From an optimization exercise on the open Yosys and OpenROAD flow, aimed at small area; shortcuts taken in it are not production practice. In this exercise RTL edits were held to simulation tests only and were not proved equivalent to the original. No activity file was given, so power comes from the tool's default toggle rates.

[flow/flow/run.sh]
#!/bin/bash
# The standard layout (standard.sh), with two changes to how it is made:
#  - synthesis maps the logic with the area-oriented ABC script in flow/abc_area.script
#    (a copy of ORFS's scripts folder is used, with only that file replaced);
#  - port buffering uses the smallest buffer, sky130_fd_sc_hd__buf_1.
# Every tool's output goes to the ORFS logs under orfs/logs, and the make output to standard.log.
set -euo pipefail
rm -rf scripts
cp -r "$FLOW_HOME/scripts" scripts
cp flow/abc_area.script scripts/abc_area.script
export SCRIPTS_DIR="$PWD/scripts"
export BUFFER_PORTS_ARGS="-buffer_cell sky130_fd_sc_hd__buf_1"
bash standard.sh > standard.log 2>&1
[flow/flow/abc_area.script]
&get -n
&st
&deepsyn -T 60
&dch -f
&nf -p -R 1000 -F 8 -A 4
&put
topo
stime -c
[flow/standard.sh]
#!/bin/bash
# synth_recipe.tcl (not shown) runs the flow's synth.tcl, then flattens the netlist and writes it again
# the make line also repeats each setting of config.mk as NAME=value (left out here)
make -C /OpenROAD-flow-scripts/flow DESIGN_CONFIG=/design/flow/config.mk WORK_HOME=/design/flow/orfs CLKGATE_MAP_FILE= SYNTH_SCRIPT=/design/flow/synth_recipe.tcl "${@:-finish}"
[flow/config.mk]
export PLATFORM = sky130hd
export DESIGN_NAME = script_lexer
export DESIGN_NICKNAME = script_lexer
export VERILOG_FILES = /design/flow/design.v
export SDC_FILE = /design/flow/constraint.sdc
export NUM_CORES = 4
export LEC_CHECK = 0
export ABC_AREA = 1
export CAP_MARGIN = 20
export CORE_MARGIN = 2
export CORE_UTILIZATION = 40
export CTS_BUF_LIST = sky130_fd_sc_hd__clkbuf_8
export PLACE_DENSITY = 0.6
export SLEW_MARGIN = 20
[flow/constraint.sdc]
create_clock -name core_clock -period 8.0 [get_ports {clk}]
set_input_delay 1.6000 -clock core_clock [delete_from_list [all_inputs] [get_ports {clk}]]
set_output_delay 1.6000 -clock core_clock [all_outputs]
set_load 0.01 [all_outputs]
[flow/design.v]
  localparam [5:0] K_IDENT  = 6'd0;
  localparam [5:0] K_BOOL   = 6'd1;
  localparam [5:0] K_INT    = 6'd2;
  localparam [5:0] K_REAL   = 6'd3;
  localparam [5:0] K_STRING = 6'd4;
  localparam [5:0] K_ERROR  = 6'd5;
  localparam [5:0] K_DOTDOT = 6'd6;
  localparam [5:0] K_SINGLE = 6'd18;
  localparam [5:0] K_END    = 6'd35;
  localparam [2:0] OP_HOLD  = 3'd0;    
  localparam [2:0] OP_INC   = 3'd1;    
  localparam [2:0] OP_DEC   = 3'd2;    
  localparam [2:0] OP_ADD   = 3'd3;    
  localparam [2:0] OP_CLR   = 3'd4;    
  localparam [2:0] OP_ONES  = 3'd5;    
  localparam [2:0] OP_FIX   = 3'd6;    
  localparam [5:0] M_IDLE      = 6'd19;
  localparam [5:0] M_ID_X      = 6'd28;
  localparam [5:0] M_ID_T      = 6'd2;
  localparam [5:0] M_ID_F      = 6'd3;
  localparam [5:0] M_STRING    = 6'd4;
  localparam [5:0] M_ZERO      = 6'd7;
  localparam [5:0] M_DEC_INT   = 6'd9;
  localparam [5:0] M_DEC_DOT   = 6'd8;
  localparam [5:0] M_DEC_DOTS  = 6'd10;
  localparam [5:0] M_FRAC      = 6'd11;
  localparam [5:0] M_EXP_E     = 6'd12;
  localparam [5:0] M_EXP_SIGN  = 6'd13;
  localparam [5:0] M_EXP_DIG   = 6'd14;
  localparam [5:0] M_GARBAGE   = 6'd0;
  localparam [5:0] M_TRAIL     = 6'd16;
  localparam [5:0] M_HEX_X     = 6'd17;
  localparam [5:0] M_HEX_DIG   = 6'd15;
  localparam [5:0] M_DD_INT    = 6'd20;
  localparam [5:0] M_DD_INTS   = 6'd21;
  localparam [5:0] M_STR_EMIT  = 6'd22;
  localparam [5:0] M_INIT      = 6'd23;
  localparam [5:0] M_EM_END    = 6'd35;
  localparam [5:0] M_H_ERR     = 6'd5;
  localparam [5:0] M_H_DD      = 6'd6;
  localparam [5:0] M_H_XOR     = 6'd24;
  localparam [5:0] M_H_TIL     = 6'd25;
  localparam [5:0] M_H_QM      = 6'd30;
  localparam [5:0] M_H_LP      = 6'd32;
  localparam [5:0] M_H_RP      = 6'd33;
  localparam [5:0] M_H_SEMI    = 6'd34;
  localparam [5:0] M_OP_DOT    = 6'd37;
  localparam [5:0] M_OP_PLUS   = 6'd50;
  localparam [5:0] M_OP_MINUS  = 6'd51;
  localparam [5:0] M_OP_STAR   = 6'd52;
  localparam [5:0] M_OP_SLASH  = 6'd53;
  localparam [5:0] M_OP_AMP    = 6'd54;
  localparam [5:0] M_OP_BAR    = 6'd55;
  localparam [5:0] M_OP_BANG   = 6'd58;
  localparam [5:0] M_OP_LT     = 6'd59;
  localparam [5:0] M_OP_GT     = 6'd60;
  localparam [5:0] M_OP_EQ     = 6'd61;
  localparam [5:0] M_OP_COL    = 6'd63;
module sl_front (
  input  logic [8:0] in_data,    
  output logic       eoi,
  output logic       qt,         
  output logic       dig,        
  output logic       hex,        
  output logic       idch,       
  output logic       idst,       
  output logic       at,         
  output logic       dot,        
  output logic       xx,         
  output logic       ee,         
  output logic       pm,         
  output logic       amp,        
  output logic       bar,        
  output logic       eq,         
  output logic       kw_r, kw_u, kw_e, kw_a, kw_l, kw_s,
  output logic [5:0] sfm         
);
  localparam [5:0] K_IDENT  = 6'd0;
  localparam [5:0] K_BOOL   = 6'd1;
  localparam [5:0] K_INT    = 6'd2;
  localparam [5:0] K_REAL   = 6'd3;
  localparam [5:0] K_STRING = 6'd4;
  localparam [5:0] K_ERROR  = 6'd5;
  localparam [5:0] K_DOTDOT = 6'd6;
  localparam [5:0] K_SINGLE = 6'd18;
  localparam [5:0] K_END    = 6'd35;
  localparam [2:0] OP_HOLD  = 3'd0;    
  localparam [2:0] OP_INC   = 3'd1;    
  localparam [2:0] OP_DEC   = 3'd2;    
  localparam [2:0] OP_ADD   = 3'd3;    
  localparam [2:0] OP_CLR   = 3'd4;    
  localparam [2:0] OP_ONES  = 3'd5;    
  localparam [2:0] OP_FIX   = 3'd6;    
  localparam [5:0] M_IDLE      = 6'd19;
  localparam [5:0] M_ID_X      = 6'd28;
  localparam [5:0] M_ID_T      = 6'd2;
  localparam [5:0] M_ID_F      = 6'd3;
  localparam [5:0] M_STRING    = 6'd4;
  localparam [5:0] M_ZERO      = 6'd7;
  localparam [5:0] M_DEC_INT   = 6'd9;
  localparam [5:0] M_DEC_DOT   = 6'd8;
  localparam [5:0] M_DEC_DOTS  = 6'd10;
  localparam [5:0] M_FRAC      = 6'd11;
  localparam [5:0] M_EXP_E     = 6'd12;
  localparam [5:0] M_EXP_SIGN  = 6'd13;
  localparam [5:0] M_EXP_DIG   = 6'd14;
  localparam [5:0] M_GARBAGE   = 6'd0;
  localparam [5:0] M_TRAIL     = 6'd16;
  localparam [5:0] M_HEX_X     = 6'd17;
  localparam [5:0] M_HEX_DIG   = 6'd15;
  localparam [5:0] M_DD_INT    = 6'd20;
  localparam [5:0] M_DD_INTS   = 6'd21;
  localparam [5:0] M_STR_EMIT  = 6'd22;
  localparam [5:0] M_INIT      = 6'd23;
  localparam [5:0] M_EM_END    = 6'd35;
  localparam [5:0] M_H_ERR     = 6'd5;
  localparam [5:0] M_H_DD      = 6'd6;
  localparam [5:0] M_H_XOR     = 6'd24;
  localparam [5:0] M_H_TIL     = 6'd25;
  localparam [5:0] M_H_QM      = 6'd30;
  localparam [5:0] M_H_LP      = 6'd32;
  localparam [5:0] M_H_RP      = 6'd33;
  localparam [5:0] M_H_SEMI    = 6'd34;
  localparam [5:0] M_OP_DOT    = 6'd37;
  localparam [5:0] M_OP_PLUS   = 6'd50;
  localparam [5:0] M_OP_MINUS  = 6'd51;
  localparam [5:0] M_OP_STAR   = 6'd52;
  localparam [5:0] M_OP_SLASH  = 6'd53;
  localparam [5:0] M_OP_AMP    = 6'd54;
  localparam [5:0] M_OP_BAR    = 6'd55;
  localparam [5:0] M_OP_BANG   = 6'd58;
  localparam [5:0] M_OP_LT     = 6'd59;
  localparam [5:0] M_OP_GT     = 6'd60;
  localparam [5:0] M_OP_EQ     = 6'd61;
  localparam [5:0] M_OP_COL    = 6'd63;
  logic [7:0] c;
  logic       alpha;
  always_comb begin
    c     = in_data[8:1];
    eoi   = in_data[0];
    alpha = (c >= "a" && c <= "z") || (c >= "A" && c <= "Z");
    dig   = (c >= "0" && c <= "9");
    hex   = dig || (c >= "a" && c <= "f") || (c >= "A" && c <= "F");
    qt    = (c == "'");
    at    = (c == "@");
    dot   = (c == ".");
    xx    = (c == "x") || (c == "X");
    ee    = (c == "e") || (c == "E");
    pm    = (c == "+") || (c == "-");
    amp   = (c == "&");
    bar   = (c == "|");
    eq    = (c == "=");
    idch  = alpha || dig || (c == "_");
    idst  = alpha || (c == "_");
    kw_r  = (c == "r");
    kw_u  = (c == "u");
    kw_e  = (c == "e");
    kw_a  = (c == "a");
    kw_l  = (c == "l");
    kw_s  = (c == "s");
    case (c)
      " ", 8'h09, 8'h0A, 8'h0D: sfm = M_IDLE;
      "'":  sfm = M_STRING;
      "0":  sfm = M_ZERO;
      "t":  sfm = M_ID_T;
      "f":  sfm = M_ID_F;
      "@":  sfm = M_ID_X;
      ".":  sfm = M_OP_DOT;
      "&":  sfm = M_OP_AMP;
      "|":  sfm = M_OP_BAR;
      "=":  sfm = M_OP_EQ;
      "!":  sfm = M_OP_BANG;
      "<":  sfm = M_OP_LT;
      ">":  sfm = M_OP_GT;
      ":":  sfm = M_OP_COL;
      "+":  sfm = M_OP_PLUS;
      "-":  sfm = M_OP_MINUS;
      "*":  sfm = M_OP_STAR;
      "/":  sfm = M_OP_SLASH;
      "^":  sfm = M_H_XOR;
      "~":  sfm = M_H_TIL;
      "?":  sfm = M_H_QM;
      "(":  sfm = M_H_LP;
      ")":  sfm = M_H_RP;
      ";":  sfm = M_H_SEMI;
      default: sfm = dig ? M_DEC_INT : idst ? M_ID_X : M_H_ERR;
    endcase
  end
endmodule
module sl_back (
  input  logic        clk,
  input  logic        rst_n,
  input  logic        in_valid,
  output logic        in_stall,
  input  logic        eoi, qt, dig, hex, idch, idst, at, dot, xx, ee, pm, amp, bar, eq,
  input  logic        kw_r, kw_u, kw_e, kw_a, kw_l, kw_s,
  input  logic [5:0]  sfm,
  output logic        out_valid,
  input  logic        out_stall,
  output logic [54:0] out_data
);
  localparam [5:0] K_IDENT  = 6'd0;
  localparam [5:0] K_BOOL   = 6'd1;
  localparam [5:0] K_INT    = 6'd2;
  localparam [5:0] K_REAL   = 6'd3;
  localparam [5:0] K_STRING = 6'd4;
  localparam [5:0] K_ERROR  = 6'd5;
  localparam [5:0] K_DOTDOT = 6'd6;
  localparam [5:0] K_SINGLE = 6'd18;
  localparam [5:0] K_END    = 6'd35;
  localparam [2:0] OP_HOLD  = 3'd0;    
  localparam [2:0] OP_INC   = 3'd1;    
  localparam [2:0] OP_DEC   = 3'd2;    
  localparam [2:0] OP_ADD   = 3'd3;    
  localparam [2:0] OP_CLR   = 3'd4;    
  localparam [2:0] OP_ONES  = 3'd5;    
  localparam [2:0] OP_FIX   = 3'd6;    
  localparam [5:0] M_IDLE      = 6'd19;
  localparam [5:0] M_ID_X      = 6'd28;
  localparam [5:0] M_ID_T      = 6'd2;
  localparam [5:0] M_ID_F      = 6'd3;
  localparam [5:0] M_STRING    = 6'd4;
  localparam [5:0] M_ZERO      = 6'd7;
  localparam [5:0] M_DEC_INT   = 6'd9;
  localparam [5:0] M_DEC_DOT   = 6'd8;
  localparam [5:0] M_DEC_DOTS  = 6'd10;
  localparam [5:0] M_FRAC      = 6'd11;
  localparam [5:0] M_EXP_E     = 6'd12;
  localparam [5:0] M_EXP_SIGN  = 6'd13;
  localparam [5:0] M_EXP_DIG   = 6'd14;
  localparam [5:0] M_GARBAGE   = 6'd0;
  localparam [5:0] M_TRAIL     = 6'd16;
  localparam [5:0] M_HEX_X     = 6'd17;
  localparam [5:0] M_HEX_DIG   = 6'd15;
  localparam [5:0] M_DD_INT    = 6'd20;
  localparam [5:0] M_DD_INTS   = 6'd21;
  localparam [5:0] M_STR_EMIT  = 6'd22;
  localparam [5:0] M_INIT      = 6'd23;
  localparam [5:0] M_EM_END    = 6'd35;
  localparam [5:0] M_H_ERR     = 6'd5;
  localparam [5:0] M_H_DD      = 6'd6;
  localparam [5:0] M_H_XOR     = 6'd24;
  localparam [5:0] M_H_TIL     = 6'd25;
  localparam [5:0] M_H_QM      = 6'd30;
  localparam [5:0] M_H_LP      = 6'd32;
  localparam [5:0] M_H_RP      = 6'd33;
  localparam [5:0] M_H_SEMI    = 6'd34;
  localparam [5:0] M_OP_DOT    = 6'd37;
  localparam [5:0] M_OP_PLUS   = 6'd50;
  localparam [5:0] M_OP_MINUS  = 6'd51;
  localparam [5:0] M_OP_STAR   = 6'd52;
  localparam [5:0] M_OP_SLASH  = 6'd53;
  localparam [5:0] M_OP_AMP    = 6'd54;
  localparam [5:0] M_OP_BAR    = 6'd55;
  localparam [5:0] M_OP_BANG   = 6'd58;
  localparam [5:0] M_OP_LT     = 6'd59;
  localparam [5:0] M_OP_GT     = 6'd60;
  localparam [5:0] M_OP_EQ     = 6'd61;
  localparam [5:0] M_OP_COL    = 6'd63;
  logic [15:0] P, L;                    
  logic [2:0]  ph;
  logic [5:0]  mode, mode_n;
  logic [2:0]  op_r, op0, op_now;
  logic [1:0]  kc;                      
  logic        cinp;                    
  logic        ovf, cy;
  logic        act, p1, l1;
  logic        emit, acc, stroff, fin;
  logic [5:0]  kind, km, pkm;
  logic        ext, dec, pair, kwm, bool_id, at_err, idle_grp, emit_st;
  logic [5:0]  ext_m, dec_m;
  assign act = (ph == 3'd0) && !ovf;
  assign p1  = &P;
  assign l1  = &L;
  always_comb begin
    case (mode)
      M_H_DD:     km = K_DOTDOT;
      M_H_XOR:    km = K_SINGLE + 6'd6;
      M_H_TIL:    km = K_SINGLE + 6'd7;
      M_H_QM:     km = K_SINGLE + 6'd12;
      M_H_LP:     km = K_SINGLE + 6'd14;
      M_H_RP:     km = K_SINGLE + 6'd15;
      M_H_SEMI:   km = K_SINGLE + 6'd16;
      M_EM_END:   km = K_END;
      M_ID_X, M_ID_T, M_ID_F: km = K_IDENT;
      M_ZERO, M_DEC_INT, M_HEX_DIG, M_DD_INT, M_DD_INTS: km = K_INT;
      M_FRAC, M_EXP_DIG: km = K_REAL;
      M_STR_EMIT: km = K_STRING;
      M_OP_AMP:   km = K_SINGLE + 6'd4;
      M_OP_BAR:   km = K_SINGLE + 6'd5;
      M_OP_EQ:    km = K_SINGLE + 6'd11;
      M_OP_BANG:  km = K_SINGLE + 6'd8;
      M_OP_LT:    km = K_SINGLE + 6'd9;
      M_OP_GT:    km = K_SINGLE + 6'd10;
      M_OP_COL:   km = K_SINGLE + 6'd13;
      M_OP_PLUS:  km = K_SINGLE + 6'd0;
      M_OP_MINUS: km = K_SINGLE + 6'd1;
      M_OP_STAR:  km = K_SINGLE + 6'd2;
      M_OP_SLASH: km = K_SINGLE + 6'd3;
      default:    km = K_ERROR;
    endcase
    pair = 1'b0;
    case (mode)
      M_OP_DOT:   begin pkm = K_DOTDOT;         pair = dot; end
      M_OP_AMP:   begin pkm = K_DOTDOT + 6'd1;  pair = amp; end
      M_OP_BAR:   begin pkm = K_DOTDOT + 6'd2;  pair = bar; end
      M_OP_EQ:    begin pkm = K_DOTDOT + 6'd3;  pair = eq;  end
      M_OP_BANG:  begin pkm = K_DOTDOT + 6'd4;  pair = eq;  end
      M_OP_LT:    begin pkm = K_DOTDOT + 6'd5;  pair = eq;  end
      M_OP_GT:    begin pkm = K_DOTDOT + 6'd6;  pair = eq;  end
      M_OP_COL:   begin pkm = K_DOTDOT + 6'd7;  pair = eq;  end
      M_OP_PLUS:  begin pkm = K_DOTDOT + 6'd8;  pair = eq;  end
      M_OP_MINUS: begin pkm = K_DOTDOT + 6'd9;  pair = eq;  end
      M_OP_STAR:  begin pkm = K_DOTDOT + 6'd10; pair = eq;  end
      M_OP_SLASH: begin pkm = K_DOTDOT + 6'd11; pair = eq;  end
      default:    pkm = K_DOTDOT;
    endcase
    pair = pair && !eoi;
    kwm = (mode == M_ID_T) ? ((L[1:0] == 2'd1 && kw_r) || (L[1:0] == 2'd2 && kw_u) ||
                              (L[1:0] == 2'd3 && kw_e))
                           : ((L[2:0] == 3'd1 && kw_a) || (L[2:0] == 3'd2 && kw_l) ||
                              (L[2:0] == 3'd3 && kw_s) || (L[2:0] == 3'd4 && kw_e));
    bool_id = (mode == M_ID_T && L[2]) || (mode == M_ID_F && L[2] && L[0]);
    at_err  = at && !eoi;
    ext    = 1'b0;
    ext_m  = mode;
    dec    = 1'b0;
    dec_m  = M_STR_EMIT;
    case (mode)
      M_ID_X, M_ID_T, M_ID_F: begin
        ext   = idch;
        ext_m = (mode != M_ID_X && kwm) ? mode : M_ID_X;
        at_err = 1'b0;
      end
      M_STRING: begin
        ext = !qt;
        dec = qt;
        at_err = 1'b0;
      end
      M_ZERO, M_DEC_INT, M_FRAC, M_EXP_DIG: begin
        ext = 1'b1;
        if (mode == M_ZERO && xx) ext_m = M_HEX_X;
        else if (dig) ext_m = (mode == M_ZERO) ? M_DEC_INT : mode;
        else if (dot && (mode == M_ZERO || mode == M_DEC_INT)) ext_m = l1 ? M_DEC_DOTS : M_DEC_DOT;
        else if (ee && mode != M_EXP_DIG) ext_m = M_EXP_E;
        else if (idst) ext_m = M_TRAIL;
        else ext = 1'b0;
      end
      M_DEC_DOT, M_DEC_DOTS: begin
        dec   = dot;
        dec_m = (mode == M_DEC_DOTS) ? M_DD_INTS : M_DD_INT;
        ext   = idch;
        ext_m = dig ? M_FRAC : M_GARBAGE;
        at_err = 1'b0;
      end
      M_EXP_E, M_EXP_SIGN: begin
        ext   = dig || (pm && mode == M_EXP_E);
        ext_m = dig ? M_EXP_DIG : M_EXP_SIGN;
        at_err = 1'b0;
      end
      M_TRAIL: begin ext = idch; at_err = 1'b0; end
      M_GARBAGE: begin ext = idch || dot; at_err = 1'b0; end
      M_HEX_X, M_HEX_DIG: begin
        ext   = hex || dot || idch;
        ext_m = hex ? M_HEX_DIG : M_GARBAGE;
        at_err = 1'b0;
      end
      default: at_err = 1'b0;
    endcase
    if (eoi) begin
      ext = 1'b0;
      dec = 1'b0;
    end
  end
  always_comb begin
    idle_grp = (mode == M_IDLE) || (mode == M_EM_END);
    emit_st  = (mode == M_EM_END);
    mode_n   = mode;
    op0      = OP_HOLD;
    kc       = 2'd0;
    cinp     = 1'b0;
    emit     = 1'b0;
    acc      = 1'b0;
    stroff   = 1'b0;
    fin      = 1'b0;
    kind     = km;
    if (idle_grp) begin
      emit = emit_st;
      fin  = (mode == M_EM_END);
      if (!(emit && out_stall)) begin
        if (in_valid) begin
          acc    = 1'b1;
          mode_n = eoi ? M_EM_END : sfm;
          op0    = (mode == M_EM_END) ? OP_CLR : OP_ADD;
          kc     = eoi ? 2'd0 : 2'd1;
        end else if (emit) begin
          mode_n = M_IDLE;
          op0    = (mode == M_EM_END) ? OP_CLR : OP_HOLD;
        end
      end
    end else if (mode == M_DD_INT || mode == M_DD_INTS || mode == M_STR_EMIT) begin
      emit   = 1'b1;
      stroff = (mode == M_STR_EMIT);
      if (!out_stall) begin
        mode_n = (mode == M_STR_EMIT) ? M_IDLE : M_H_DD;
        op0    = OP_ADD;
        kc     = (mode == M_STR_EMIT) ? 2'd1 : 2'd2;
        cinp   = (mode != M_DD_INT);
      end
    end else if (mode == M_INIT) begin
      mode_n = M_IDLE;
      op0    = OP_CLR;
    end else if (in_valid) begin
      if (ext) begin
        acc    = 1'b1;
        mode_n = ext_m;
        op0    = OP_INC;
      end else if (dec) begin
        acc    = 1'b1;
        mode_n = dec_m;
        op0    = OP_DEC;
      end else begin
        emit = 1'b1;
        kind = pair ? pkm : (at_err ? K_ERROR : bool_id ? K_BOOL : km);
        if (!out_stall) begin
          acc    = 1'b1;
          mode_n = pair ? M_IDLE : eoi ? M_EM_END : sfm;
          op0    = OP_ADD;
          kc     = (eoi && !pair) ? 2'd0 : 2'd1;
        end
      end
    end
  end
  assign out_valid = act && emit;
  assign in_stall  = !(act && acc);
  assign out_data  = {kind, P, P + {15'd0, stroff && !p1},
                      L[15:2], L[1] | (pair && emit), L[0] && !(pair && emit), fin};
  logic       cin_now;
  logic [2:0] padd;
  logic [2:0] ladd;
  logic [1:0] pw, lw;
  logic       cy_n;
  always_comb begin
    if (ovf)
      op_now = OP_FIX;
    else if (ph == 3'd0)
      op_now = (op0 == OP_ADD && p1) ? OP_ONES : op0;
    else
      op_now = op_r;
    if (ph == 3'd0)
      cin_now = (op_now == OP_INC) ? !l1 : (op_now == OP_ADD) ? cinp : 1'b0;
    else
      cin_now = cy;
    padd = {1'b0, P[1:0]} + {1'b0, L[1:0]} + {2'b00, cin_now};
    ladd = {1'b0, L[1:0]} + ((op_now == OP_DEC) ? 3'd3 : 3'd0) + {2'b00, cin_now};
    pw   = P[1:0];
    lw   = L[1:0];
    cy_n = 1'b0;
    case (op_now)
      OP_INC, OP_DEC: begin
        lw   = ladd[1:0];
        cy_n = ladd[2];
      end
      OP_ADD: begin
        pw   = padd[1:0];
        lw   = (ph == 3'd0) ? kc : 2'd0;
        cy_n = padd[2];
      end
      OP_CLR: begin
        pw = 2'd0;
        lw = (ph == 3'd0) ? kc : 2'd0;
      end
      OP_ONES: begin
        pw = 2'd3;
        lw = (ph == 3'd0) ? kc : 2'd0;
      end
      OP_FIX: pw = 2'd3;
      default: ;
    endcase
  end
  always_ff @(posedge clk) begin
    P  <= {pw, P[15:2]};
    L  <= {lw, L[15:2]};
    cy <= cy_n;
    if (ph == 3'd0) op_r <= op_now;
  end
  always_ff @(posedge clk) begin
    if (!rst_n) begin
      ph   <= 3'd0;
      mode <= M_INIT;
      ovf  <= 1'b0;
    end else begin
      ph <= ph + 3'd1;
      if (act) mode <= mode_n;
      if (ph == 3'd7) ovf <= !ovf && (op_now == OP_ADD) && padd[2];
    end
  end
endmodule
module script_lexer (
  input  logic        clk,
  input  logic        rst_n,
  input  logic        in_valid,
  output logic        in_stall,
  input  logic [8:0]  in_data,    
  output logic        out_valid,
  input  logic        out_stall,
  output logic [54:0] out_data    
);
  logic       eoi, qt, dig, hex, idch, idst, at, dot, xx, ee, pm, amp, bar, eq;
  logic       kw_r, kw_u, kw_e, kw_a, kw_l, kw_s;
  logic [5:0] sfm;
  sl_front u_front (
    .in_data(in_data), .eoi(eoi), .qt(qt), .dig(dig), .hex(hex), .idch(idch), .idst(idst),
    .at(at), .dot(dot), .xx(xx), .ee(ee), .pm(pm), .amp(amp), .bar(bar), .eq(eq),
    .kw_r(kw_r), .kw_u(kw_u), .kw_e(kw_e), .kw_a(kw_a), .kw_l(kw_l), .kw_s(kw_s), .sfm(sfm)
  );
  sl_back u_back (
    .clk(clk), .rst_n(rst_n), .in_valid(in_valid), .in_stall(in_stall),
    .eoi(eoi), .qt(qt), .dig(dig), .hex(hex), .idch(idch), .idst(idst), .at(at), .dot(dot),
    .xx(xx), .ee(ee), .pm(pm), .amp(amp), .bar(bar), .eq(eq),
    .kw_r(kw_r), .kw_u(kw_u), .kw_e(kw_e), .kw_a(kw_a), .kw_l(kw_l), .kw_s(kw_s), .sfm(sfm),
    .out_valid(out_valid), .out_stall(out_stall), .out_data(out_data)
  );
endmodule
==> flow_summary.json, run 1 <==
{
  "vias": 3478,
  "critical_path_class": "primary input to flop",
  "first_iter_violations": 327,
  "grt_overflow_total": 0,
  "r2r_cells": 28,
  "grt_max_degree": 18,
  "syn_area_sq_mm": 0.00330,
  "max_freq_ghz": 0.138,
  "final_nets": 525,
  "cts_root_buffer": "clkbuf_8",
  "min_period_ns": 7.25,
  "crit_slowest_cell": "a211oi_1",
  "ant_nets": 0,
  "yosys_warnings": 2,
  "synthToLayoutAreaGrowth_pct": 11.8,
  "ys_ff_latch": 52,
  "holdPathStages": 0,
  "vdd.ir_drop.worst_uv": 122,
  "tritoncts": "yes",
  "yosys.cell_types.count": 55,
  "regToRegEndpoint": "u_back.P[15]",
  "numCtsBuffers": 5,
  "synthMuxAreaShare_pct": 0.947,
  "status": "complete, no violations",
  "cts_max_path_buffers": 2,
  "skew_ns": 0.00663,
  "port_buffers": 69,
  "cp_num_buf_inv": 5,
  "grt_pass1_vias": 3220,
  "wire_per_inst_um": 16.2,
  "final_cell_mix": "buf_1, nand2_1, dfxtp_1, nor2_1, a21oi_1",
  "dieArea_sq_mm": 0.00900,
  "yosys.area_share.simple_pct": 31.0,
  "grt_pass1_wl_um": 15900,
  "rsz0062_at_grt": "no",
  "placed_area_sq_mm": 0.00360,
  "r2r-start": "u_back.mode[3]",
  "worst_ep_arrival_time_ns": 7.47,
  "hpwl_um": 7770,
  "start_util_pct": 40.8,
  "insertion_delay_ns": 0.31,
  "final_area_sq_mm": 0.00369,
  "final.setup.tns_ns": 0,
  "final.fill_count": 870,
  "holdBufCountCts": 0,
  "maxCapViolCount": 0,
  "drive_gt1_share_pct": 2.18,
  "cpPeakStageDelay_ns": 0.49,
  "path_delay_family": "simple AND/OR/NAND/NOR gates",
  "endpoint_kind": "flop",
  "io_pins": 70,
  "setup_viol": 0,
  "synth-main-ff-cell": "dfxtp_1",
  "r2r_slack_ns": 1.63,
  "synthCells": 439,
  "synth_fp_nets": 461,
  "synth-seq-area-share_pct": 32.4,
  "routed_wl_um": 9900,
  "synth_top_family_by_area": "simple AND/OR/NAND/NOR gates",
  "synth-adder-area-share_pct": 4.32,
  "first_pass_iters": 5,
  "antenna_found_initial": 0,
  "viasPerCell": 5.71,
  "start_kind": "primary input",
  "cts_sinks": 52,
  "required_ns": 8.22,
  "seq_area_sq_mm": 0.00107,
  "whs_endpoint": "u_back.L[9]",
  "synth-edff-count": 3,
  "cts_resized": 0,
  "slew_headroom_pct": 53.4,
  "synth-xor-area-share_pct": 3.45,
  "h-tree-depth": 2,
  "worstPathMaxFanout": 9,
  "remaining_drc_errors": 0,
  "min_from": "u_back.L[11]",
  "synth-compound-area-share_pct": 21.4,
  "worst_pin_slew_ns": 0.692,
  "p_leak_uw": 0.00130,
  "path_clk_slew_ns": 0.10,
  "cp_common_cell": "clkinv_1",
  "hold_viol_final": 0,
  "pwr_density_cell_mw_per_mm2": 314,
  "avgSynthCellArea_sq_um": 7.52,
  "fin_ws_ns": 0.748,
  "finalCritPeriodShare_pct": 90.6,
  "async_flop_share_pct": 0,
  "dp_worst_setup_slack_ns": 0.591,
  "multiInputGateArea_sq_mm": 0.00202,
  "slew_violations": 0,
  "cts_setup_buffers": 0,
  "layout_commonest_cell": "buf_1",
  "antenna_cells": 0,
  "track_usage_pct": 22.4,
  "die_width_um": 94.9,
  "core-area_sq_mm": 0.00809,
  "place.gp.congestion": 0.942,
  "die_y_um": 94.9,
  "hold_path.class": "flop to flop",
  "fp-row-count": 33
}
logic make-up after synthesis:
logic type / count (synthesis)
muxes: 3
buffers and inverters: 41
adders and majority gates: 9
DFF: 52
and+or+nand+nor: 209
AOI/OAI and AO/OA: 112
xor gates and xnor gates: 13
Yosys cell counts, types with 5 or more instances:
cell type	count	share of area [%]
a21oi_1	33	5.0
o211ai_1	5	1.1
a31oi_1	6	1.1
ha_1	5	1.9
nand4_1	14	2.7
nand2b_1	11	2.1
o22ai_1	5	0.95
nand3_1	21	3.2
buf_4	15	3.4
nor3_1	17	2.6
o21ai_0	28	4.2
xnor2_1	9	2.4
dfxtp_1	49	30
nand2_1	56	6.4
and3_1	6	1.1
and2_0	10	1.9
nor2_1	46	5.2
clkinv_1	26	3.0
nor2b_1	8	1.5
routing by layer:
| metal | up-vias | wire length, um | track usage (%) |
|---|---|---|---|
| met4 | 0 | 240 | 8.09 |
| met3 | 24 | 842 | 5.19 |
| met5 | - | 0 | 0 |
| met2 | 177 | 4400 | 35.0 |
| met1 | 1571 | 4410 | 30.1 |
| li1 | 1706 | - | - |
worst reg2reg max path, delay by kind of cell (launching register included):
kind | cells | cell delay [ns]
and+or+nand+nor | 13 | 2.52
DFF | 1 | 0.64
AOI/OAI and AO/OA | 9 | 1.93
muxes | 1 | 0.22
adders and majority gates | 2 | 0.76
buffers and inverters | 3 | 0.22
power by group:
part	leakage (uW)	total (uW)	internal (uW)	switching (uW)
logic	0.000812	517	190	327
registers	0.000435	488	364	123
clock network	0.0000489	155	62.5	92.2
state kept, by name (all words and copies together) (netlist names):
signal       flops
u_back.ovf       1
u_back.ph        3
u_back.km        6
u_back.mode      6
u_back.L        16
u_back.op_r      3
u_back.cy        1
u_back.P        16
how the worst max path moves through the flow:
| stage | endpoint | startpoint | slack [ns] | cells after the start |
|---|---|---|---|---|
| 6_report | u_back.P[15] | in_data[5] | 0.75 | 28 |
| 4_1_cts | u_back.P[15] | in_data[5] | 0.91 | 28 |
| 5_1_grt | u_back.P[15] | in_data[5] | 0.31 | 28 |
| 3_5_place_dp | u_back.P[15] | in_data[5] | 0.59 | 28 |
| 3_3_place_gp | u_back.P[15] | in_data[5] | 0.43 | 28 |
| 2_1_floorplan | u_back.P[15] | in_data[8] | 1.36 | 25 |
cell type report:
type,instances,share of cell area [%]
Clock buffer,5,1.86
Clock inverter,3,0.542
Inverter,26,2.64
Multi-Input combinational cell,346,54.7
Sequential cell,52,29.0
Tap cell,105,3.56
Timing Repair Buffer,72,7.63
stage by stage:
| step | instances | utilization (%) | hold WS (ns) | power (uW) |
|---|---|---|---|---|
| finish | 609 | 45.6 | 0.371 | 1160 |
| global route | 609 | 45.6 | 0.388 | 1260 |
| CTS | 609 | 45.6 | 0.375 | 1170 |
| detailed placement | 601 | 44.5 | 0.362 | 1010 |
| global placement | 601 | 44.5 | 0.359 | 1010 |
| floorplan | 439 | - | 0.351 | 848 |
==> run 2, diff against run 1 <==
--- a/flow/design.v
+++ b/flow/design.v
@@ -23,5 +23,5 @@
   localparam [5:0] M_DEC_INT   = 6'd9;
-  localparam [5:0] M_DEC_DOT   = 6'd8;
+  localparam [5:0] M_DEC_DOT   = 6'd11;
   localparam [5:0] M_DEC_DOTS  = 6'd10;
-  localparam [5:0] M_FRAC      = 6'd11;
+  localparam [5:0] M_FRAC      = 6'd8;
   localparam [5:0] M_EXP_E     = 6'd12;
@@ -29,3 +29,3 @@
   localparam [5:0] M_EXP_DIG   = 6'd14;
-  localparam [5:0] M_GARBAGE   = 6'd0;
+  localparam [5:0] M_GARBAGE   = 6'd57;
   localparam [5:0] M_TRAIL     = 6'd16;
@@ -39,5 +39,5 @@
   localparam [5:0] M_H_ERR     = 6'd5;
-  localparam [5:0] M_H_DD      = 6'd6;
+  localparam [5:0] M_H_DD      = 6'd55;
   localparam [5:0] M_H_XOR     = 6'd24;
-  localparam [5:0] M_H_TIL     = 6'd25;
+  localparam [5:0] M_H_TIL     = 6'd26;
   localparam [5:0] M_H_QM      = 6'd30;
@@ -46,3 +46,3 @@
   localparam [5:0] M_H_SEMI    = 6'd34;
-  localparam [5:0] M_OP_DOT    = 6'd37;
+  localparam [5:0] M_OP_DOT    = 6'd6;
   localparam [5:0] M_OP_PLUS   = 6'd50;
@@ -50,5 +50,5 @@
   localparam [5:0] M_OP_STAR   = 6'd52;
-  localparam [5:0] M_OP_SLASH  = 6'd53;
+  localparam [5:0] M_OP_SLASH  = 6'd62;
   localparam [5:0] M_OP_AMP    = 6'd54;
-  localparam [5:0] M_OP_BAR    = 6'd55;
+  localparam [5:0] M_OP_BAR    = 6'd53;
   localparam [5:0] M_OP_BANG   = 6'd58;
@@ -100,5 +100,5 @@
   localparam [5:0] M_DEC_INT   = 6'd9;
-  localparam [5:0] M_DEC_DOT   = 6'd8;
+  localparam [5:0] M_DEC_DOT   = 6'd11;
   localparam [5:0] M_DEC_DOTS  = 6'd10;
-  localparam [5:0] M_FRAC      = 6'd11;
+  localparam [5:0] M_FRAC      = 6'd8;
   localparam [5:0] M_EXP_E     = 6'd12;
@@ -106,3 +106,3 @@
   localparam [5:0] M_EXP_DIG   = 6'd14;
-  localparam [5:0] M_GARBAGE   = 6'd0;
+  localparam [5:0] M_GARBAGE   = 6'd57;
   localparam [5:0] M_TRAIL     = 6'd16;
@@ -116,5 +116,5 @@
   localparam [5:0] M_H_ERR     = 6'd5;
-  localparam [5:0] M_H_DD      = 6'd6;
+  localparam [5:0] M_H_DD      = 6'd55;
   localparam [5:0] M_H_XOR     = 6'd24;
-  localparam [5:0] M_H_TIL     = 6'd25;
+  localparam [5:0] M_H_TIL     = 6'd26;
   localparam [5:0] M_H_QM      = 6'd30;
@@ -123,3 +123,3 @@
   localparam [5:0] M_H_SEMI    = 6'd34;
-  localparam [5:0] M_OP_DOT    = 6'd37;
+  localparam [5:0] M_OP_DOT    = 6'd6;
   localparam [5:0] M_OP_PLUS   = 6'd50;
@@ -127,5 +127,5 @@
   localparam [5:0] M_OP_STAR   = 6'd52;
-  localparam [5:0] M_OP_SLASH  = 6'd53;
+  localparam [5:0] M_OP_SLASH  = 6'd62;
   localparam [5:0] M_OP_AMP    = 6'd54;
-  localparam [5:0] M_OP_BAR    = 6'd55;
+  localparam [5:0] M_OP_BAR    = 6'd53;
   localparam [5:0] M_OP_BANG   = 6'd58;
@@ -224,5 +224,5 @@
   localparam [5:0] M_DEC_INT   = 6'd9;
-  localparam [5:0] M_DEC_DOT   = 6'd8;
+  localparam [5:0] M_DEC_DOT   = 6'd11;
   localparam [5:0] M_DEC_DOTS  = 6'd10;
-  localparam [5:0] M_FRAC      = 6'd11;
+  localparam [5:0] M_FRAC      = 6'd8;
   localparam [5:0] M_EXP_E     = 6'd12;
@@ -230,3 +230,3 @@
   localparam [5:0] M_EXP_DIG   = 6'd14;
-  localparam [5:0] M_GARBAGE   = 6'd0;
+  localparam [5:0] M_GARBAGE   = 6'd57;
   localparam [5:0] M_TRAIL     = 6'd16;
@@ -240,5 +240,5 @@
   localparam [5:0] M_H_ERR     = 6'd5;
-  localparam [5:0] M_H_DD      = 6'd6;
+  localparam [5:0] M_H_DD      = 6'd55;
   localparam [5:0] M_H_XOR     = 6'd24;
-  localparam [5:0] M_H_TIL     = 6'd25;
+  localparam [5:0] M_H_TIL     = 6'd26;
   localparam [5:0] M_H_QM      = 6'd30;
@@ -247,3 +247,3 @@
   localparam [5:0] M_H_SEMI    = 6'd34;
-  localparam [5:0] M_OP_DOT    = 6'd37;
+  localparam [5:0] M_OP_DOT    = 6'd6;
   localparam [5:0] M_OP_PLUS   = 6'd50;
@@ -251,5 +251,5 @@
   localparam [5:0] M_OP_STAR   = 6'd52;
-  localparam [5:0] M_OP_SLASH  = 6'd53;
+  localparam [5:0] M_OP_SLASH  = 6'd62;
   localparam [5:0] M_OP_AMP    = 6'd54;
-  localparam [5:0] M_OP_BAR    = 6'd55;
+  localparam [5:0] M_OP_BAR    = 6'd53;
   localparam [5:0] M_OP_BANG   = 6'd58;
@@ -275,2 +275,3 @@
   always_comb begin
+    bool_id = (mode == M_ID_T && L[2]) || (mode == M_ID_F && L[2] && L[0]);
     case (mode)
@@ -284,3 +285,3 @@
       M_EM_END:   km = K_END;
-      M_ID_X, M_ID_T, M_ID_F: km = K_IDENT;
+      M_ID_X, M_ID_T, M_ID_F: km = bool_id ? K_BOOL : K_IDENT;
       M_ZERO, M_DEC_INT, M_HEX_DIG, M_DD_INT, M_DD_INTS: km = K_INT;
@@ -322,3 +323,2 @@
                               (L[2:0] == 3'd3 && kw_s) || (L[2:0] == 3'd4 && kw_e));
-    bool_id = (mode == M_ID_T && L[2]) || (mode == M_ID_F && L[2] && L[0]);
     at_err  = at && !eoi;
@@ -423,3 +423,3 @@
         emit = 1'b1;
-        kind = pair ? pkm : (at_err ? K_ERROR : bool_id ? K_BOOL : km);
+        kind = pair ? pkm : at_err ? K_ERROR : km;
         if (!out_stall) begin
--- a/flow/config.mk
+++ b/flow/config.mk
@@ -11,3 +11,5 @@
 export CORE_UTILIZATION = 40
-export CTS_BUF_LIST = sky130_fd_sc_hd__clkbuf_8
+export CTS_BUF_LIST = sky130_fd_sc_hd__clkbuf_16
+export CTS_CLUSTER_DIAMETER = 300
+export CTS_CLUSTER_SIZE = 64
 export PLACE_DENSITY = 0.6
==> flow_summary.json, run 2 <==
{
  "async_flop_share_pct": 0,
  "slew_violations": 0,
  "first_iter_violations": 379,
  "grt_overflow_total": 0,
  "yosys_warnings": 2,
  "path_clk_slew_ns": 0.07,
  "worstPathMaxFanout": 13,
  "routed_wl_um": 9840,
  "hold_viol_final": 0,
  "whs_endpoint": "u_back.L[5]",
  "cp_common_cell": "nor2_1",
  "antenna_cells": 0,
  "crit_slowest_cell": "buf_1",
  "cpPeakStageDelay_ns": 0.42,
  "synth_top_area_share_pct": 27.7,
  "synth_top_area_cell": "dfxtp_1",
  "core-area_sq_mm": 0.00765,
  "holdPathStages": 0,
  "vdd.ir_drop.worst_uv": 163,
  "required_ns": 8.18,
  "final.fill_count": 799,
  "r2r_slack_ns": 1.24,
  "h-tree-depth": 2,
  "grt-busiest-layer": "met2",
  "syn_area_sq_mm": 0.00311,
  "ant_nets": 0,
  "die_y_um": 92.2,
  "insertion_delay_ns": 0.29,
  "cts_max_path_buffers": 2,
  "worst_pin_slew_ns": 0.763,
  "io_pins": 70,
  "critical_path_class": "primary input to flop",
  "p_leak_uw": 0.00123,
  "cts_setup_buffers": 0,
  "grt_pass1_wl_um": 16100,
  "skew_ns": 0.00893,
  "status": "complete, no violations",
  "max_freq_ghz": 0.139,
  "start_kind": "primary input",
  "reg.largest.list": "u_back.L x16, u_back.P x16, u_back.mode x6",
  "synth-edff-count": 3,
  "r2r-start": "u_back.mode[3]",
  "grt_pass1_vias": 3121,
  "finalCritPeriodShare_pct": 89.9,
  "synth-main-ff-cell": "dfxtp_1",
  "start_util_pct": 40.7,
  "synth-seq-area-share_pct": 30.6,
  "synth_commonest_cells": "nor2_1, dfxtp_1, a21oi_1, nand2_1, o21ai_0",
  "final.setup.tns_ns": 0,
  "holdBufCountCts": 0,
  "place.gp.congestion": 0.938,
  "yosys.cell_types.count": 49,
  "cts_sinks": 46,
  "power_uw": 1070,
  "min_from": "u_back.L[7]",
  "wire_per_inst_um": 16.8,
  "synthCells": 418,
  "setup_viol": 0,
  "slew_headroom_pct": 48.6,
  "gr-usage-met3_pct": 4.35,
  "first_pass_iters": 6,
  "rsz0062_at_grt": "no",
  "dp_worst_setup_slack_ns": 0.701,
  "use_met2_pct": 35.9,
  "hpwl_um": 7650,
  "ys_ff_latch": 46,
  "remaining_drc_errors": 0,
  "drive_gt1_share_pct": 2.48,
  "pwr_density_cell_mw_per_mm2": 300,
  "worst_ep_arrival_time_ns": 7.38,
  "tritoncts": "yes",
  "grt_use_met1_pct": 33.9,
  "final_core_util_pct": 46.6,
  "min_period_ns": 7.19,
  "maxCapViolCount": 0,
  "synth.area.top_cells": "dfxtp_1, nor2_1, a21oi_1",
  "yosysMostFrequentCell": "nor2_1",
  "hold_path.class": "flop to flop",
  "synth_fp_nets": 440,
  "port_buffers": 69,
  "grt_max_degree": 23,
  "endpoint_kind": "flop",
  "regToRegEndpoint": "u_back.P[15]",
  "avgSynthCellArea_sq_um": 7.44,
  "cts_root_buffer": "clkbuf_16",
  "fp-row-count": 32,
  "track_usage_pct": 23.3,
  "layout_commonest_cell": "buf_1",
  "cts_resized": 0,
  "fin_ws_ns": 0.806,
  "final_nets": 505,
  "r2r_cells": 29,
  "numCtsBuffers": 5,
  "viasPerCell": 5.94,
  "dieArea_sq_mm": 0.00850,
  "antenna_found_initial": 0,
  "vias": 3480,
  "die_width_um": 92.2,
  "final_cell_mix": "buf_1, nor2_1, dfxtp_1, nand2_1, a21oi_1",
  "hold-worst-slack_ns": 0.365,
  "synthToLayoutAreaGrowth_pct": 14.5
}
run 2: per-stage QoR:
stage | instances | area [sq um]
2_1_floorplan | 418 | 3110
3_3_place_gp | 578 | 3420
3_5_place_dp | 578 | 3420
4_1_cts | 586 | 3560
5_1_grt | 586 | 3560
6_report | 586 | 3560
run 2: final cells by class:
type | instances | area, sq um | share of cell area, %
timing repair buffer | 73 | 289 | 8.11
inverter | 23 | 86.3 | 2.42
tap | 102 | 128 | 3.58
multi-input combinational | 334 | 1960 | 55.1
clock buffer | 5 | 125 | 3.51
clock inverter | 3 | 22.5 | 0.632
sequential | 46 | 951 | 26.7
run 2: critical path: cells and delay by family:
kind | cells | cell delay (ns)
AO/OA/AOI/OAI | 10 | 1.94
AND/OR/NAND/NOR | 15 | 2.48
adder cells (fa/ha/maj) | 2 | 0.78
buffers and inverters | 3 | 0.57
run 2: logic make-up (layout without fill, tap and decap cells):
logic type	count (synthesis)	after routing	synth area share, %
simple gates	191	191	30.3
compound gates	120	120	24.2
flops	46	46	30.6
buf+inv	38	104	6.39
fa+ha+maj	9	9	4.58
xor+xnor	14	14	3.94
run 2: where the power goes:
part / switching, uW / internal [uW]
Clock: 88.1 / 117
Sequential: 118 / 317
Combinational: 272 / 158
Total: 477 / 592
run 2: worst max-delay path by stage:
| stage | depth (start not counted) | end | slack (ns) | startpoint |
|---|---|---|---|---|
| floorplan | 28 | u_back.P[15] | 1.70 | in_data[8] |
| global placement | 29 | u_back.P[15] | 0.76 | in_data[7] |
| detailed placement | 30 | u_back.P[15] | 0.70 | in_data[5] |
| CTS | 30 | u_back.P[15] | 0.98 | in_data[5] |
| global route | 30 | u_back.P[15] | 0.31 | in_data[5] |
| finish | 30 | u_back.P[15] | 0.81 | in_data[5] |
run 2: layer usage:
metal	routed length [um]	part of all wire (%)	up-vias
li1	-	-	1668
met1	4700	48	1609
met2	4210	43	182
met3	781	7.9	21
met4	152	1.5	0
met5	0	0	-
==> run 3, diff against run 2 <==
--- a/flow/config.mk
+++ b/flow/config.mk
@@ -11,5 +11,5 @@
 export CORE_UTILIZATION = 40
-export CTS_BUF_LIST = sky130_fd_sc_hd__clkbuf_16
+export CTS_BUF_LIST = sky130_fd_sc_hd__clkbuf_8
 export CTS_CLUSTER_DIAMETER = 300
-export CTS_CLUSTER_SIZE = 64
+export CTS_CLUSTER_SIZE = 30
 export PLACE_DENSITY = 0.6
==> flow_summary.json, run 3 <==
{
  "remaining_drc_errors": 0,
  "worst_pin_slew_ns": 0.768,
  "vias": 3518,
  "yosysMostFrequentCell": "nor2_1",
  "cts_sinks": 46,
  "r2r-start": "u_back.mode[3]",
  "finalCritPeriodShare_pct": 89.2,
  "setup_viol": 0,
  "p_leak_uw": 0.00120,
  "reg.largest.list": "u_back.L x16, u_back.P x16, u_back.mode x6",
  "hold_path.class": "flop to flop",
  "synthToLayoutAreaGrowth_pct": 12.7,
  "routed_wl_um": 9880,
  "cts_root_buffer": "clkbuf_8",
  "fp-row-count": 32,
  "dieArea_sq_mm": 0.00850,
  "grt_pass1_wl_um": 16000,
  "regToRegEndpoint": "u_back.P[15]",
  "insertion_delay_ns": 0.30,
  "worstSetupStartpoint": "in_data[1]",
  "syn_area_sq_mm": 0.00311,
  "grt_overflow_total": 0,
  "fin_ws_ns": 0.862,
  "final.setup.tns_ns": 0,
  "layout_commonest_cell": "buf_1",
  "maxUsedRoutingLayer": "met4",
  "final_nets": 505,
  "h-tree-depth": 2,
  "io_pins": 70,
  "start_kind": "primary input",
  "cts_max_path_buffers": 2,
  "synth_fp_nets": 440,
  "port_buffers": 69,
  "start_util_pct": 40.7,
  "die_y_um": 92.2,
  "yosys_warnings": 2,
  "grt_max_degree": 23,
  "r2r_slack_ns": 1.24,
  "r2r_cells": 29,
  "antenna_cells": 0,
  "async_flop_share_pct": 0,
  "status": "complete, no violations",
  "drive_gt1_share_pct": 2.48,
  "place.gp.congestion": 0.938,
  "worstPathMaxFanout": 17,
  "ant_nets": 0,
  "cts_setup_buffers": 0,
  "wl_met3_um": 776,
  "synthCells": 418,
  "min_period_ns": 7.14,
  "skew_ns": 0.0106,
  "antenna_found_initial": 0,
  "hpwl_um": 7650,
  "dp_worst_setup_slack_ns": 0.701,
  "holdBufCountCts": 0,
  "synth-edff-count": 3,
  "dr_wl_met2_um": 4250,
  "endpoint_kind": "flop",
  "hold_viol_final": 0,
  "endpoint": "u_back.P[15]",
  "worst_ep_arrival_time_ns": 7.34,
  "wire_per_inst_um": 16.9,
  "rsz0062_at_grt": "no",
  "final.fill_count": 811,
  "first_pass_iters": 7,
  "synth.area.top_cells": "dfxtp_1, nor2_1, a21oi_1",
  "pwr_density_cell_mw_per_mm2": 288,
  "path_clk_slew_ns": 0.09,
  "avgSynthCellArea_sq_um": 7.44,
  "tritoncts": "yes",
  "synth_commonest_cells": "nor2_1, dfxtp_1, a21oi_1, nand2_1, o21ai_0",
  "viasPerCell": 6.00,
  "critical_path_class": "primary input to flop",
  "max_freq_ghz": 0.140,
  "synth-main-ff-cell": "dfxtp_1",
  "synth_top_area_share_pct": 27.7,
  "synth-seq-area-share_pct": 30.6,
  "final_cell_mix": "buf_1, nor2_1, dfxtp_1, nand2_1, a21oi_1",
  "die_width_um": 92.2,
  "core-area_sq_mm": 0.00765,
  "maxCapViolCount": 0,
  "required_ns": 8.21,
  "ys_ff_latch": 46,
  "cts_resized": 0,
  "wl_met1_um": 4690,
  "vdd.ir_drop.worst_uv": 174,
  "slew_headroom_pct": 48.2,
  "synth_top_area_cell": "dfxtp_1",
  "grt_pass1_vias": 3121,
  "track_usage_pct": 23.3,
  "numCtsBuffers": 5,
  "slew_violations": 0,
  "first_iter_violations": 317,
  "yosys.cell_types.count": 49
}
## run 3: changes by cell type in the layout (fill, tap and decap cells not counted)
cell / change
clkbuf_16: -5
clkbuf_8: +5
## run 3: area by class of cell
type,instances,area [sq um],area share [%]
Timing Repair Buffer,73,289,8.24
Inverter,23,86.3,2.46
Sequential cell,46,951,27.1
Clock buffer,5,68.8,1.96
Clock inverter,3,22.5,0.642
Tap cell,102,128,3.64
Multi-Input combinational cell,334,1960,55.9
## run 3: critical path, cell delays in order
cell,delay (ns)
buf_1,0.50
nor2_1,0.23
nand2_1,0.14
o32a_1,0.17
a21boi_0,0.36
nand3b_1,0.19
nor3_1,0.33
a311oi_1,0.20
a21oi_1,0.24
nor2_1,0.12
a21oi_1,0.20
nor2b_1,0.09
or3_1,0.37
o21ai_0,0.23
o21a_1,0.20
nor2_1,0.08
and2_0,0.16
a21o_1,0.19
nand2b_1,0.18
nor2_1,0.11
nor2_1,0.05
nor2_1,0.08
a21o_1,0.12
clkinv_1,0.08
fa_1,0.38
clkinv_1,0.07
fa_1,0.40
o221a_1,0.26
## run 3: per-stage QoR
| step | power [uW] | std cells | hold WS (ns) | utilization (%) | cell area, sq um |
|---|---|---|---|---|---|
| after detailed placement | 863 | 578 | 0.360 | 44.7 | 3420 |
| after global routing | 1080 | 586 | 0.386 | 45.9 | 3510 |
| final | 1010 | 586 | 0.368 | 45.9 | 3510 |
| after global placement | 861 | 578 | 0.355 | 44.7 | 3420 |
| after floorplan | 713 | 418 | 0.351 | - | 3110 |
| after CTS | 1010 | 586 | 0.372 | 45.9 | 3510 |
## run 3: logic make-up (layout without fill, tap and decap cells)
logic type | after synthesis | after routing | synth area share, %
buf+inv | 38 | 104 | 6.39
simple gates | 191 | 191 | 30.3
compound gates | 120 | 120 | 24.2
fa+ha+maj | 9 | 9 | 4.58
flops | 46 | 46 | 30.6
xor+xnor | 14 | 14 | 3.94
## run 3: where the power goes
group	total (uW)	internal, uW	switching, uW
Clock	145	62.8	82.2
Combinational	430	158	272
Sequential	435	317	119
## run 3: worst min path at each step
stage | slack [ns] | endpoint | startpoint | depth (start not counted)
after detailed placement | 0.36 | u_back.L[5] | u_back.L[7] | 0
after global routing | 0.39 | u_back.L[9] | u_back.L[11] | 0
after global placement | 0.36 | u_back.L[1] | u_back.L[3] | 0
final | 0.37 | u_back.L[5] | u_back.L[7] | 0
after CTS | 0.37 | u_back.L[5] | u_back.L[7] | 0
after floorplan | 0.35 | u_back.L[12] | u_back.L[14] | 0
## run 3: metal layers
layer / up-vias / track usage [%]
met5: - / 0
met4: 0 / 4.85
met3: 19 / 4.60
met2: 185 / 36.0
met1: 1647 / 33.6
li1: 1667 / -
==> run 4, diff against run 3 <==
--- a/flow/config.mk
+++ b/flow/config.mk
@@ -12,4 +12,2 @@
 export CTS_BUF_LIST = sky130_fd_sc_hd__clkbuf_8
-export CTS_CLUSTER_DIAMETER = 300
-export CTS_CLUSTER_SIZE = 30
 export PLACE_DENSITY = 0.6
==> flow_summary.json, run 4 <==
{
  "die_width_um": 92.2,
  "layout_commonest_cell": "buf_1",
  "synth-main-ff-cell": "dfxtp_1",
  "vdd.ir_drop.worst_uv": 174,
  "synth-seq-area-share_pct": 30.6,
  "status": "complete, no violations",
  "p_clk_share_pct": 14.4,
  "intPower_uw": 538,
  "yosys.cell_types.count": 49,
  "core-area_sq_mm": 0.00765,
  "vias": 3518,
  "final.setup.tns_ns": 0,
  "synth_top_area_cell": "dfxtp_1",
  "io_pins": 70,
  "required_ns": 8.21,
  "reg.largest.list": "u_back.L x16, u_back.P x16, u_back.mode x6",
  "avgSynthCellArea_sq_um": 7.44,
  "placed_area_sq_mm": 0.00342,
  "cts_sinks": 46,
  "path_clk_slew_ns": 0.09,
  "maxCapViolCount": 0,
  "worstPathMaxFanout": 17,
  "cts_root_buffer": "clkbuf_8",
  "power_uw": 1010,
  "cts_max_path_buffers": 2,
  "ant_nets": 0,
  "final_core_util_pct": 45.9,
  "synth_fp_nets": 440,
  "die_y_um": 92.2,
  "port_buffers": 69,
  "critical_path_class": "primary input to flop",
  "tritoncts": "yes",
  "synth_commonest_cells": "nor2_1, dfxtp_1, a21oi_1, nand2_1, o21ai_0",
  "hold_viol_final": 0,
  "ys_ff_latch": 46,
  "slew_headroom_pct": 48.2,
  "synth-edff-count": 3,
  "r2r_cells": 29,
  "numCtsBuffers": 5,
  "min_period_ns": 7.14,
  "async_flop_share_pct": 0,
  "track_usage_pct": 23.3,
  "viasPerCell": 6.00,
  "final_area_sq_mm": 0.00351,
  "fp-row-count": 32,
  "first_iter_violations": 317,
  "worst_ep_arrival_time_ns": 7.34,
  "h-tree-depth": 2,
  "holdBufCountCts": 0,
  "antenna_found_initial": 0,
  "p_comb_share_pct": 42.6,
  "whs_endpoint": "u_back.L[5]",
  "synth.area.top_cells": "dfxtp_1, nor2_1, a21oi_1",
  "remaining_drc_errors": 0,
  "start_util_pct": 40.7,
  "regToRegEndpoint": "u_back.P[15]",
  "final.fill_count": 811,
  "syn_area_sq_mm": 0.00311,
  "final_nets": 505,
  "seq_area_sq_um": 951,
  "pwr_density_cell_mw_per_mm2": 288,
  "cts_resized": 0,
  "insertion_delay_ns": 0.30,
  "first_pass_iters": 7,
  "grt_max_degree": 23,
  "p_sw_uw": 473,
  "min_from": "u_back.L[7]",
  "setup_viol": 0,
  "worst_pin_slew_ns": 0.768,
  "swShare_pct": 46.8,
  "antenna_cells": 0,
  "synthCells": 418,
  "wire_per_inst_um": 16.9,
  "holdPathStages": 0,
  "slew_violations": 0,
  "seq_power_share_pct": 43.1,
  "grt_pass1_wl_um": 16000,
  "skew_ns": 0.0106,
  "routed_wl_um": 9880,
  "synth_top_area_share_pct": 27.7,
  "hpwl_um": 7650,
  "rsz0062_at_grt": "no",
  "cts_setup_buffers": 0,
  "r2r-start": "u_back.mode[3]",
  "synthToLayoutAreaGrowth_pct": 12.7,
  "endpoint_kind": "flop",
  "p_leak_uw": 0.00120,
  "start_kind": "primary input",
  "finalCritPeriodShare_pct": 89.2,
  "hold_path.class": "flop to flop",
  "dieArea_sq_mm": 0.00850,
  "grt_pass1_vias": 3121,
  "place.gp.congestion": 0.938,
  "drive_gt1_share_pct": 2.48,
  "yosysMostFrequentCell": "nor2_1",
  "grt_overflow_total": 0,
  "multiInputGateArea_sq_mm": 0.00196,
  "final_cell_mix": "buf_1, nor2_1, dfxtp_1, nand2_1, a21oi_1",
  "yosys_warnings": 2,
  "max_freq_ghz": 0.140,
  "r2r_slack_ns": 1.24
}
-- run 4: cell counts after synthesis --
No cell type changed its count.
-- run 4: how the worst max path moves through the flow --
stage / start / to / cells after the start
2_1_floorplan: in_data[8] / u_back.P[15] / 28
3_3_place_gp: in_data[7] / u_back.P[15] / 29
3_5_place_dp: in_data[5] / u_back.P[15] / 30
4_1_cts: in_data[5] / u_back.P[15] / 30
5_1_grt: in_data[5] / u_back.P[15] / 30
6_report: in_data[1] / u_back.P[15] / 28
-- run 4: worst max-delay path: stages --
cell      delay, ns
buf_1          0.50
nor2_1         0.23
nand2_1        0.14
o32a_1         0.17
a21boi_0       0.36
nand3b_1       0.19
nor3_1         0.33
a311oi_1       0.20
a21oi_1        0.24
nor2_1         0.12
a21oi_1        0.20
nor2b_1        0.09
or3_1          0.37
o21ai_0        0.23
o21a_1         0.20
nor2_1         0.08
and2_0         0.16
a21o_1         0.19
nand2b_1       0.18
nor2_1         0.11
nor2_1         0.05
nor2_1         0.08
a21o_1         0.12
clkinv_1       0.08
fa_1           0.38
clkinv_1       0.07
fa_1           0.40
o221a_1        0.26
-- run 4: layout make-up --
class	count	area share, %
Multi-Input combinational cell	334	55.9
Tap cell	102	3.64
Clock inverter	3	0.642
Inverter	23	2.46
Sequential cell	46	27.1
Clock buffer	5	1.96
Timing Repair Buffer	73	8.24
-- run 4: logic make-up (layout without fill, tap and decap cells) --
logic type | after synthesis | count (layout) | synth area share (%)
DFF | 46 | 46 | 30.6
AOI/OAI and AO/OA | 120 | 120 | 24.2
and+or+nand+nor | 191 | 191 | 30.3
adders and majority gates | 9 | 9 | 4.58
buffers and inverters | 38 | 104 | 6.39
xor gates and xnor gates | 14 | 14 | 3.94
-- run 4: power groups by stage --
stage | logic (uW) | clock network [uW] | registers, uW
after global placement | 424 | 0 | 437
after global routing | 476 | 154 | 452
after detailed placement | 425 | 0 | 438
final | 430 | 145 | 435
after floorplan | 282 | 0 | 431
after CTS | 428 | 147 | 434
-- run 4: metal layers --
metal | GRT usage (%) | up-vias | part of all wire, %
li1 | - | 1667 | -
met1 | 33.6 | 1647 | 47
met2 | 36.0 | 185 | 43
met3 | 4.60 | 19 | 7.9
met4 | 4.85 | 0 | 1.6
met5 | 0 | - | 0
-- run 4: metrics by stage --
| step | cells | setup slack (ns) | hold slack (ns) |
|---|---|---|---|
| 2_1_floorplan | 418 | 1.70 | 0.351 |
| 3_3_place_gp | 578 | 0.764 | 0.355 |
| 3_5_place_dp | 578 | 0.701 | 0.360 |
| 4_1_cts | 586 | 1.01 | 0.372 |
| 5_1_grt | 586 | 0.341 | 0.386 |
| 6_report | 586 | 0.862 | 0.368 |

## what the ideal ports hide
In the flow no input, the clock included, has a driving cell. The finished layouts below were timed again as built, in two steps.
Step 1: set_driving_cell puts a clkbuf_16 on clk and a buf_2 on each other input, an assumption about the parent block.
Step 2 moves the port delays by t, midway between the first and last clock arrival at a register: inputs arrive t later, outputs are due t later. That takes back most of the time a late clock gives input paths.
Three values: ideal ports, drivers, drivers and shift; two values: the first two.
| run | t, ns | setup WS [ns] | worst hold slack (ns) | latest minus earliest clock arrival (ns) | slew at the worst register clock pin (ns) |
|---|---|---|---|---|---|
| run 1 | 0.344 | 0.748 / 0.758 / 0.414 | 0.371 / 0.371 / 0.371 | 0.007 / 0.006 | 0.10 / 0.10 |
| run 2 | 0.315 | 0.806 / 0.816 / 0.501 | 0.365 / 0.365 / 0.365 | 0.009 / 0.009 | 0.07 / 0.07 |
| run 3 | 0.327 | 0.862 / 0.864 / 0.538 | 0.368 / 0.368 / 0.368 | 0.011 / 0.011 | 0.09 / 0.09 |
| run 4 | 0.327 | 0.862 / 0.864 / 0.538 | 0.368 / 0.368 / 0.368 | 0.011 / 0.011 | 0.09 / 0.09 |
After both steps setup and hold are still met in every run listed. The setup slack of run 1, which loses most, moves by +0.010 ns with the drivers and by -0.334 ns with both steps.
